Source: an optimization exercise on an open RTL-to-GDS flow (aim: small area and few clock cycles per item). Production flows keep margins and buffers that such runs may drop. At most, simulation tests tie the RTL to the original design; equivalence was not proved. Power and IR drop assume default switching activity.

## ref_seq_reader
module ref_seq_reader #(
  parameter int REF_LENGTH = 128,
  parameter int DRAM_WIDTH = 128,
  parameter int NB         = 3,    
  parameter int ASM        = 0,    
  parameter int BYP_D      = 1,    
  parameter int BYP_P      = 1     
) (
  input  logic                  clk,
  input  logic                  rst,
  input  logic [ref_seq_reader_pkg::ADDR_W-1:0] ref_addr_in,
  input  logic [ref_seq_reader_pkg::LEN_W-1:0] ref_length_in,
  input  logic                  ref_info_valid_in,
  output logic [2*REF_LENGTH-1:0] ref_seq_block_out,
  output logic                  ref_seq_block_valid_out,
  input  logic                  ref_seq_block_rdy_in,
  output logic [ref_seq_reader_pkg::ADDR_W-1:0] dram_rd_addr_out,
  output logic                  dram_rd_req_out,
  input  logic                  dram_rd_ack_in,
  input  logic [DRAM_WIDTH-1:0] dram_rd_data_in,
  input  logic                  dram_rd_data_valid_in,
  output logic                  busy_out,
  output logic                  job_overflow_out
);
  localparam int AW = ref_seq_reader_pkg::ADDR_W;
  localparam int LW = ref_seq_reader_pkg::LEN_W;
  localparam int DW = DRAM_WIDTH;
  localparam int PW = (NB > 1) ? $clog2(NB) : 1;
  localparam int RW = $clog2(NB + 1);
  logic          cur_valid;
  logic [AW-1:0] rd_addr;
  logic [LW:0]   rem;           
  logic          pend_valid;
  logic [AW-1:0] pend_addr;
  logic [LW-1:0] pend_len;
  logic          overflow;
  logic [RW-1:0] res;           
  logic [DW-1:0] mem_lo [NB];
  logic [DW-1:0] mem_hi [NB];
  logic [DW-1:0] asm_lo;
  logic [NB-1:0] full;
  logic [PW-1:0] wp, rp;
  logic          wh;
  logic desc_ok, credit, req, ack, last, take, pop, push, byp, valid;
  logic [PW-1:0] wp_inc, rp_inc;
  always_comb begin
    desc_ok = ref_info_valid_in & (ref_length_in != '0);
    byp     = (BYP_D != 0) & ~full[rp] & dram_rd_data_valid_in & wh;
    valid   = full[rp] | byp;
    pop     = valid & ref_seq_block_rdy_in;
    push    = dram_rd_data_valid_in & wh;
    credit  = (res != RW'(NB)) | ((BYP_P != 0) & pop);
    if (ASM != 0) req = cur_valid & (~rem[0] | credit);
    else          req = cur_valid & (rem[0] | credit);
    ack     = req & dram_rd_ack_in;
  ...
Settings: LEC_CHECK=0, CAP_MARGIN=20, CORE_MARGIN=2, CORE_UTILIZATION=45, PLACE_DENSITY=0.6, SLEW_MARGIN=20; clock period 5.0 ns.
standard.sh (not shown) runs the stock make flow with config.mk's settings and CLKGATE_MAP_FILE= SYNTH_SCRIPT=/design/flow/synth_recipe.tcl, a recipe that flattens the netlist after the stock synthesis.
==> flow/flow/run.sh <==
#!/bin/bash
# Standard ORFS layout with smaller port buffers and a leaner clock tree (no dummy loads,
# set sink clusters). All make output goes to layout.log in the work folder.
set -euo pipefail
bash standard.sh \
  "BUFFER_PORTS_ARGS=-buffer_cell sky130_fd_sc_hd__buf_1" \
  "CTS_ARGS=-sink_clustering_enable -repair_clock_nets -dont_use_dummy_load -buf_list sky130_fd_sc_hd__clkbuf_4 -sink_clustering_size 10 -sink_clustering_max_diameter 40" \
  finish > layout.log 2>&1
Change:
==> flow/run.sh (new file) <==
#!/bin/bash
# synth_recipe.tcl (not shown) runs the flow's synth.tcl, then flattens the netlist and writes it again
# the make line also repeats each setting of config.mk as NAME=value (left out here)
make -C /OpenROAD-flow-scripts/flow DESIGN_CONFIG=/design/flow/config.mk WORK_HOME=/design/flow/orfs CLKGATE_MAP_FILE= SYNTH_SCRIPT=/design/flow/synth_recipe.tcl finish
removed: flow/flow/run.sh
removed: flow/standard.sh
The changed run ran to the end with no violations.
Clock-buffer cell count is lower by 20.
Non-clock buffer count is lower by 1.
Power is higher by 29%.
Clock skew is lower by 0.12 ns.
Worst hold slack is better by 0.25 ns.
Fmax is higher by 2.7%.
Design area is higher by 13%.
Die area is unchanged.
Combinational power is higher by 31%.
No run of this note included a check of the RTL's function; only the layout flow was run.

========
## run 1
ref_seq_reader, a different RTL version from the one above (not shown whole).
Size: about 1800 cells after synthesis, ~880 flip-flops, ~470 I/O pins.
clock: 5.0 ns
lec_check: 0
cap_margin: 20
core_margin: 2
core_utilization: 45
place_density: 0.6
slew_margin: 20
run.sh (not shown) runs the stock make flow with config.mk's settings and CLKGATE_MAP_FILE= SYNTH_SCRIPT=/design/flow/synth_recipe.tcl, a recipe that flattens the netlist after the stock synthesis.
Stock flow here: none of the scripts above is used.
Testbench counts of run 1, summed over its fixed seeds: cycles 22,109, blocks 5,250.
## Diff of input files: run 2 against run 1
Settings: a change of PLACE_DENSITY from 0.6 to 0.75; a change of CORE_UTILIZATION from 45 to 65.
==> flow/flow/run.sh (new file) <==
#!/bin/bash
# The standard ORFS layout (standard.sh), with two changes to how it is built: the port
# buffers use the smallest buffer cell, and the clock tree is built from clkbuf_4 cells in
# sink clusters of up to 8 flip-flops within 30 um, without dummy loads.
# All of make's output goes to layout.log in the work folder; ORFS's own per-step logs stay
# under orfs/logs.
set -euo pipefail
bash standard.sh \
  "BUFFER_PORTS_ARGS=-buffer_cell sky130_fd_sc_hd__buf_1" \
  "CTS_ARGS=-sink_clustering_enable -repair_clock_nets -dont_use_dummy_load -buf_list sky130_fd_sc_hd__clkbuf_4 -sink_clustering_size 8 -sink_clustering_max_diameter 30" \
  finish > layout.log 2>&1
==> flow/standard.sh (new file) <==
#!/bin/bash
# synth_recipe.tcl (not shown) runs the flow's synth.tcl, then flattens the netlist and writes it again
# the make line also repeats each setting of config.mk as NAME=value (left out here)
make -C /OpenROAD-flow-scripts/flow DESIGN_CONFIG=/design/flow/config.mk WORK_HOME=/design/flow/orfs CLKGATE_MAP_FILE= SYNTH_SCRIPT=/design/flow/synth_recipe.tcl "${@:-finish}"
removed: flow/run.sh
==> run summary <==
Total number of cells along the worst setup path sits lower in run 2 than in run 1. In run 2, area of the placeable core is lower than in run 1. Min worst-skew pair later-pin latency across run 2 and run 1: run 1. Hold slack in run 2 is 0.26 ns below run 1.
What run 3 does differently from run 2 at the input level:
Settings: changing CORE_UTILIZATION from 65 to 75; changing PLACE_DENSITY from 0.75 to 0.85.
diff --git a/flow/flow/run.sh b/flow/flow/run.sh
--- a/flow/flow/run.sh
+++ b/flow/flow/run.sh
@@ -4 +4 @@
-# sink clusters of up to 8 flip-flops within 30 um, without dummy loads.
+# sink clusters of up to 10 flip-flops within 30 um, without dummy loads.
@@ -10 +10 @@
-  "CTS_ARGS=-sink_clustering_enable -repair_clock_nets -dont_use_dummy_load -buf_list sky130_fd_sc_hd__clkbuf_4 -sink_clustering_size 8 -sink_clustering_max_diameter 30" \
+  "CTS_ARGS=-sink_clustering_enable -repair_clock_nets -dont_use_dummy_load -buf_list sky130_fd_sc_hd__clkbuf_4 -sink_clustering_size 10 -sink_clustering_max_diameter 30" \
### Flow results
Internal cell power (run 3 vs. run 2) decreases slightly. Summary of run 3 over run 2: layout overhead on the synthesized area dropped 0.67 points; number of instances in the placed design dropped 3.1%. From run 2 to run 3 the numbers moved as follows: wire length has increased; area of the die has decreased; via count has increased. The post-layout utilization of the core in run 3 was higher than what run 2 gave. Run 3 improves on run 2 in register-to-register slack. Looking at run 2 and run 3, the number of cells on the worst hold path is a wash. Diff run 2 -> run 3 | total chip power | down slightly.
Input changes introduced in run 4 (baseline for comparison: run 3):
==> flow/flow/run.sh <==
#!/bin/bash
# The standard ORFS layout (standard.sh), with two changes to how it is built: the port
# buffers use the smallest buffer cell, and the clock tree is built from clkbuf_16 cells in
# sink clusters of up to 30 flip-flops within 40 um, without dummy loads.
# All of make's output goes to layout.log in the work folder; ORFS's own per-step logs stay
# under orfs/logs.
set -euo pipefail
bash standard.sh \
  "BUFFER_PORTS_ARGS=-buffer_cell sky130_fd_sc_hd__buf_1" \
  "CTS_ARGS=-sink_clustering_enable -repair_clock_nets -dont_use_dummy_load -buf_list sky130_fd_sc_hd__clkbuf_16 -sink_clustering_size 30 -sink_clustering_max_diameter 40" \
  finish > layout.log 2>&1
[summary]
From run 3 to run 4 the numbers moved as follows: overall routing resource usage now larger, wire length picked up an extra about 7%, power rose by 15%, combinational fraction of design power dropped 1.1 points, clock period minus final worst setup slack decreased 0.29 ns.
Relative to run 3, final net count has decreased by about 2.2% in run 4.
The non-clock buffer count on run 3 is in line with that on run 4.
The hold slack of run 4 is higher than that of run 3.
Count of clock-buffer cells in the layout (run 4 vs. run 3) decreases by more than a quarter
Run comparison: run 3 worst min-delay path category in2reg; run 4 worst min-delay path category reg2reg
The final reports for run 4 and run 3 show setup slack of the critical path after layout higher in the former.
Global-route wire length before repair is lower on run 3

========
== run a ==
The RTL this note starts from:
==> flow/design.v <==
package ref_seq_reader_pkg;
  localparam int ADDR_W = 25;
  localparam int LEN_W  = 25;
endpackage
module ref_seq_reader #(
  parameter int REF_LENGTH = 128,
  parameter int DRAM_WIDTH = 128,
  parameter int NB         = 4,    
  parameter int ASM        = 0,    
  parameter int BYP_D      = 1,    
  parameter int BYP_P      = 1     
) (
  input  logic                  clk,
  input  logic                  rst,
  input  logic [ref_seq_reader_pkg::ADDR_W-1:0] ref_addr_in,
  input  logic [ref_seq_reader_pkg::LEN_W-1:0] ref_length_in,
  input  logic                  ref_info_valid_in,
  output logic [2*REF_LENGTH-1:0] ref_seq_block_out,
  output logic                  ref_seq_block_valid_out,
  input  logic                  ref_seq_block_rdy_in,
  output logic [ref_seq_reader_pkg::ADDR_W-1:0] dram_rd_addr_out,
  output logic                  dram_rd_req_out,
  input  logic                  dram_rd_ack_in,
  input  logic [DRAM_WIDTH-1:0] dram_rd_data_in,
  input  logic                  dram_rd_data_valid_in,
  output logic                  busy_out,
  output logic                  job_overflow_out
);
  localparam int AW = ref_seq_reader_pkg::ADDR_W;
  localparam int LW = ref_seq_reader_pkg::LEN_W;
  localparam int DW = DRAM_WIDTH;
  localparam int PW = (NB > 1) ? $clog2(NB) : 1;
  localparam int RW = $clog2(NB + 1);
  logic          cur_valid;
  logic [AW-1:0] rd_addr;
  logic [LW:0]   rem;           
  logic          pend_valid;
  logic [AW-1:0] pend_addr;
  logic [LW-1:0] pend_len;
  logic          overflow;
  logic [RW-1:0] res;           
  logic [DW-1:0] mem_lo [NB];
  logic [DW-1:0] mem_hi [NB];
  logic [DW-1:0] asm_lo;
  logic [NB-1:0] full;
  logic [PW-1:0] wp, rp;
  logic          wh;
  logic desc_ok, credit, req, ack, last, take, pop, push, byp, valid;
  logic [PW-1:0] wp_inc, rp_inc;
  always_comb begin
    desc_ok = ref_info_valid_in & (ref_length_in != '0);
    byp     = (BYP_D != 0) & ~full[rp] & dram_rd_data_valid_in & wh;
    valid   = full[rp] | byp;
    pop     = valid & ref_seq_block_rdy_in;
    push    = dram_rd_data_valid_in & wh;
    credit  = (res != RW'(NB)) | ((BYP_P != 0) & pop);
    if (ASM != 0) req = cur_valid & (~rem[0] | credit);
    else          req = cur_valid & (rem[0] | credit);
    ack     = req & dram_rd_ack_in;
    last    = ack & (rem == (LW+1)'(1));
    take    = (ASM != 0) ? (ack & rem[0]) : (ack & ~rem[0]);
    wp_inc  = (NB > 1 && wp == PW'(NB - 1)) ? '0 : wp + PW'(1);
    rp_inc  = (NB > 1 && rp == PW'(NB - 1)) ? '0 : rp + PW'(1);
    if (NB == 1) begin wp_inc = '0; rp_inc = '0; end
  end
  always_ff @(posedge clk) begin
    if (rst) begin
      cur_valid  <= 1'b0;
      pend_valid <= 1'b0;
      overflow   <= 1'b0;
      res        <= '0;
      full       <= '0;
      wp         <= '0;
      rp         <= '0;
      wh         <= 1'b0;
    end else begin
      res <= res + RW'(take) - RW'(pop);
      if (ack) begin
        rd_addr <= rd_addr + AW'(1);
        rem     <= rem - (LW+1)'(1);
      end
      if (~cur_valid | last) begin
        cur_valid <= pend_valid;
        if (pend_valid) begin
          rd_addr <= pend_addr;
          rem     <= {pend_len, 1'b0};
        end
      end
      if (~cur_valid | last) pend_valid <= 1'b0;
      if (desc_ok) begin
        if (pend_valid & cur_valid) begin
          overflow <= 1'b1;
        end else begin
          pend_valid <= 1'b1;
          pend_addr  <= ref_addr_in;
          pend_len   <= ref_length_in;
        end
      end
      if (dram_rd_data_valid_in) wh <= ~wh;
      if (push) wp <= wp_inc;
      if (pop) rp <= rp_inc;
      for (int i = 0; i < NB; i++) begin
        if (push && wp == PW'(i)) full[i] <= 1'b1;
        if (pop && rp == PW'(i)) full[i] <= 1'b0;
      end
    end
  end
  always_ff @(posedge clk) begin
    if (dram_rd_data_valid_in) begin
      if (!wh) begin
        if (ASM != 0) asm_lo <= dram_rd_data_in;
        else mem_lo[wp] <= dram_rd_data_in;
      end else begin
        mem_hi[wp] <= dram_rd_data_in;
        if (ASM != 0) mem_lo[wp] <= asm_lo;
      end
    end
  end
  always_comb begin
    if (full[rp]) ref_seq_block_out = {mem_hi[rp], mem_lo[rp]};
    else if (ASM != 0) ref_seq_block_out = {dram_rd_data_in, asm_lo};
    else ref_seq_block_out = {dram_rd_data_in, mem_lo[rp]};
  end
  assign ref_seq_block_valid_out = valid;
  assign dram_rd_req_out         = req;
  assign dram_rd_addr_out        = rd_addr;
  assign busy_out                = cur_valid | pend_valid | (res != '0);
  assign job_overflow_out        = overflow;
endmodule
Settings: LEC_CHECK=0, ABC_AREA=1, CAP_MARGIN=20, CORE_MARGIN=2, CORE_UTILIZATION=45, CTS_BUF_LIST=sky130_fd_sc_hd__clkbuf_8, CTS_CLUSTER_SIZE=40, PLACE_DENSITY=0.6, SLEW_MARGIN=20; clock period 5.0 ns.
Stock flow here: none of the scripts above is used.
--- input diff run a..run b ---
- a deleted ABC_AREA that had been 1
- a deleted CTS_BUF_LIST that had been sky130_fd_sc_hd__clkbuf_8
- a deleted CTS_CLUSTER_SIZE that had been 40
[summary]
Looking at slew at the pin closest to its max-slew limit across run b and run a, the one that comes out higher is run a.
The design area in run b was lower than what run a gave.
Area taken by multi-input logic gates: run b < run a
[diff] minimum period implied by the final worst setup slack, run b relative to run a: improvement
Function was not checked in any run of this note: the RTL went through the layout flow alone.

========
Setup of build 46:
ref_seq_reader with an RTL version that a note above also has.
For scale: roughly 1,800 cells after synthesis, ~470 I/O pins.
// ref_seq_reader
module ref_seq_reader #(
  parameter int REF_LENGTH = 128,
  parameter int DRAM_WIDTH = 128,
  parameter int NB         = 3     
) (
  input  logic                  clk,
  input  logic                  rst,
  input  logic [ref_seq_reader_pkg::ADDR_W-1:0] ref_addr_in,
  input  logic [ref_seq_reader_pkg::LEN_W-1:0] ref_length_in,
  input  logic                  ref_info_valid_in,
  output logic [2*REF_LENGTH-1:0] ref_seq_block_out,
  output logic                  ref_seq_block_valid_out,
  input  logic                  ref_seq_block_rdy_in,
  output logic [ref_seq_reader_pkg::ADDR_W-1:0] dram_rd_addr_out,
  output logic                  dram_rd_req_out,
  input  logic                  dram_rd_ack_in,
  input  logic [DRAM_WIDTH-1:0] dram_rd_data_in,
  input  logic                  dram_rd_data_valid_in,
  output logic                  busy_out,
  output logic                  job_overflow_out
);
  localparam int AW = ref_seq_reader_pkg::ADDR_W;
  localparam int LW = ref_seq_reader_pkg::LEN_W;
  localparam int DW = DRAM_WIDTH;
  localparam int RW = $clog2(NB + 1);
  logic          cur_valid;
  logic [AW-1:0] rd_addr;
  logic [LW:0]   rem;           
  logic          pend_valid;
  logic [AW-1:0] pend_addr;
  logic [LW-1:0] pend_len;
  logic          overflow;
  logic [RW-1:0] res;           
  logic [DW-1:0] mem_lo [NB];
  logic [DW-1:0] mem_hi [NB];
  logic [NB-1:0] full;
  logic [NB-1:0] wp, rp;
  logic          wh;            
  logic          desc_ok, credit, req, ack, last, take, pop, push, head_full, byp, valid;
  logic [NB-1:0] sel;
  logic [DW-1:0] out_lo, out_hi;
  always_comb begin
    desc_ok   = ref_info_valid_in & (ref_length_in != '0);
    head_full = |(full & rp);
    byp       = ~head_full & dram_rd_data_valid_in & wh;
    valid     = head_full | byp;
    pop       = valid & ref_seq_block_rdy_in;
    push      = dram_rd_data_valid_in & wh;
    credit    = (res != RW'(NB)) | pop;
    req       = cur_valid & (rem[0] | credit);
    ack       = req & dram_rd_ack_in;
  ...
==> flow/config.mk <==
export PLATFORM = sky130hd
export DESIGN_NAME = ref_seq_reader
export DESIGN_NICKNAME = ref_seq_reader
export VERILOG_FILES = /design/flow/design.v
export SDC_FILE = /design/flow/constraint.sdc
export NUM_CORES = 4
export LEC_CHECK = 0
export CAP_MARGIN = 20
export CORE_MARGIN = 2
export CORE_UTILIZATION = 75
export PLACE_DENSITY = 0.85
export SLEW_MARGIN = 20
==> flow/constraint.sdc <==
create_clock -name core_clock -period 5.0 [get_ports {clk}]
set_input_delay 1.0000 -clock core_clock [delete_from_list [all_inputs] [get_ports {clk}]]
set_output_delay 1.0000 -clock core_clock [all_outputs]
set_load 0.01 [all_outputs]
standard.sh (not shown) runs the stock make flow with config.mk's settings and CLKGATE_MAP_FILE= SYNTH_SCRIPT=/design/flow/synth_recipe.tcl, a recipe that flattens the netlist after the stock synthesis.
==> flow/flow/run.sh <==
#!/bin/bash
# The standard ORFS layout (standard.sh), with two changes to how it is built: the port
# buffers use the smallest buffer cell, and the clock tree is built from clkbuf_8 cells in
# sink clusters of up to 20 flip-flops within 30 um, without dummy loads.
# All of make's output goes to layout.log in the work folder; ORFS's own per-step logs stay
# under orfs/logs.
set -euo pipefail
bash standard.sh \
  "BUFFER_PORTS_ARGS=-buffer_cell sky130_fd_sc_hd__buf_1" \
  "CTS_ARGS=-sink_clustering_enable -repair_clock_nets -dont_use_dummy_load -buf_list sky130_fd_sc_hd__clkbuf_8 -sink_clustering_size 20 -sink_clustering_max_diameter 30" \
  finish > layout.log 2>&1
Build 46 | stages: all done | timing, DRC, antenna: all pass
Testbench counts of build 46, summed over its fixed seeds: cycles 22,109, blocks 5,250.
Modified inputs, build 80 compared to build 46
- changing PLACE_DENSITY from 0.85 to 0.6
- changing CORE_UTILIZATION from 75 to 45
==> flow/flow/run.sh <==
#!/bin/bash
# The standard ORFS layout (standard.sh), with two changes to how it is built: the port
# buffers use the smallest buffer cell, and the clock tree is built from clkbuf_8 cells in
# sink clusters of up to 15 flip-flops within 50 um, without dummy loads.
# All of make's output goes to layout.log in the work folder; ORFS's own per-step logs stay
# under orfs/logs.
set -euo pipefail
bash standard.sh \
  "BUFFER_PORTS_ARGS=-buffer_cell sky130_fd_sc_hd__buf_1" \
  "CTS_ARGS=-sink_clustering_enable -repair_clock_nets -dont_use_dummy_load -buf_list sky130_fd_sc_hd__clkbuf_8 -sink_clustering_size 15 -sink_clustering_max_diameter 50" \
  finish > layout.log 2>&1
--- outcome ---
Compared with build 46, in build 80 CTS buffer count dropped 32%; tapcell count went up 377.
Between build 46 and build 80, the remaining max-slew budget at the tightest pin does not differ in any meaningful way.
Input changes introduced in build 37 (baseline for comparison: build 80):
- PLACE_DENSITY now 0.85, was 0.6
- CORE_UTILIZATION now 75, was 45
Notes after the runs:
- Delta (build 37 minus build 80): routed wire length decreased by 7.1% relative to the old numbers; final critical path time including I/O delays and setup now sits lower; worst slack at placement climbed 260 ps.
- Critical path capture point = ref_seq_block_out[146]: build 37; critical path capture point = ref_seq_block_out[226]: build 80
- Build 37: diode insertion count for antenna repair 6 above build 80
- Summary of build 37 over build 80: power dissipated in the clock network lower; normalized max-slew margin now smaller; final core utilization +33 points; multi-input gate share of the layout cell area grew by 0.39 points; path length in cells of the critical path lost 1.
- Across both runs, fraction of power consumed by the clock network was lower for build 37 than for build 80.
- STATUS fmax: build 37 wins against build 80
### build 37 -> build 90
==> flow/flow/run.sh <==
#!/bin/bash
# The standard ORFS layout (standard.sh), with two changes to how it is built: the port
# buffers use the smallest buffer cell, and the clock tree is built from clkbuf_8 cells in
# sink clusters of up to 20 flip-flops within 40 um, without dummy loads.
# All of make's output goes to layout.log in the work folder; ORFS's own per-step logs stay
# under orfs/logs.
set -euo pipefail
bash standard.sh \
  "BUFFER_PORTS_ARGS=-buffer_cell sky130_fd_sc_hd__buf_1" \
  "CTS_ARGS=-sink_clustering_enable -repair_clock_nets -dont_use_dummy_load -buf_list sky130_fd_sc_hd__clkbuf_8 -sink_clustering_size 20 -sink_clustering_max_diameter 40" \
  finish > layout.log 2>&1
==> run summary <==
- Comparing build 37 and build 90, the lower area growth from synthesis to layout is on build 37.
- Compared build 90 vs build 37, and worst hold slack is down in build 90.
- NOTE: final instance count without filler cells in build 90 exceeds that of build 37
- Re worst slew margin relative to its limit: build 90 is 2.6 points up on build 37.
- Changes observed in build 90 relative to build 37: routed wire length now larger, static leakage power went up 0.93%, total chip power grew by 2.7%, average wire length per cell after detail routing went up.
- Between build 37 and build 90, final period demand of the worst path decreased.
- For sequential group power, build 90 and build 37 come out practically identical.
- Compared build 90 vs build 37, and portion of total power attributed to the clock network is up in build 90.

==> re-timing with driven ports <==
How much do the figures lean on ideal ports? The routed layouts below were timed once more, with nothing changed but the port constraints. Step 1: set_driving_cell puts a clkbuf_16 on clk and a buf_2 on each other input, an assumption about the parent block. Step 2, shift: input delay + t, output delay - t, t = (earliest + latest rising clock arrival at the registers) / 2. This alone moves slack from input paths to output paths. Three values: ideal, step 1, step 2; two values: the first two.
run	t, ns	slack for setup (ns)	worst hold slack (ns)	worst setup path after step 2	latest minus earliest clock arrival (ns)
the first run of note 1	0.943	0.710 / 0.645 / 1.178	0.229 / 0.187 / 0.487	input to register	0.146 / 0.146
the second run of note 1	0.697	0.823 / 0.756 / 1.001	0.482 / 0.482 / 0.482	input to output	0.024 / 0.023
run 1	0.713	0.765 / 0.693 / 0.888	0.458 / 0.458 / 0.458	input to register	0.035 / 0.036
run 2	1.007	0.341 / 0.283 / 0.835	0.198 / 0.194 / 0.490	register to register	0.135 / 0.135
run 3	1.022	0.324 / 0.267 / 1.082	0.186 / 0.155 / 0.481	input to register	0.109 / 0.109
run 4	0.666	0.612 / 0.553 / 1.008	0.477 / 0.477 / 0.477	register to register	0.053 / 0.053
run a	0.911	0.218 / 0.150 / 0.952	0.460 / 0.460 / 0.460	input to output	0.053 / 0.054
run b	0.751	0.688 / 0.617 / 0.632	0.473 / 0.473 / 0.473	input to register	0.042 / 0.042
build 46	0.800	0.497 / 0.441 / 1.049	0.413 / 0.383 / 0.480	input to register	0.090 / 0.091
build 80	0.752	0.407 / 0.341 / 0.831	0.476 / 0.445 / 0.477	register to register	0.139 / 0.140
build 37	0.710	0.596 / 0.541 / 1.028	0.487 / 0.487 / 0.487	register to register	0.047 / 0.047
build 90	0.733	0.602 / 0.547 / 1.017	0.476 / 0.469 / 0.489	register to register	0.079 / 0.078
After both steps setup and hold are still met in every run listed. The setup slack of run b, which loses most, moves by -0.071 ns with the drivers and by -0.056 ns with both steps.
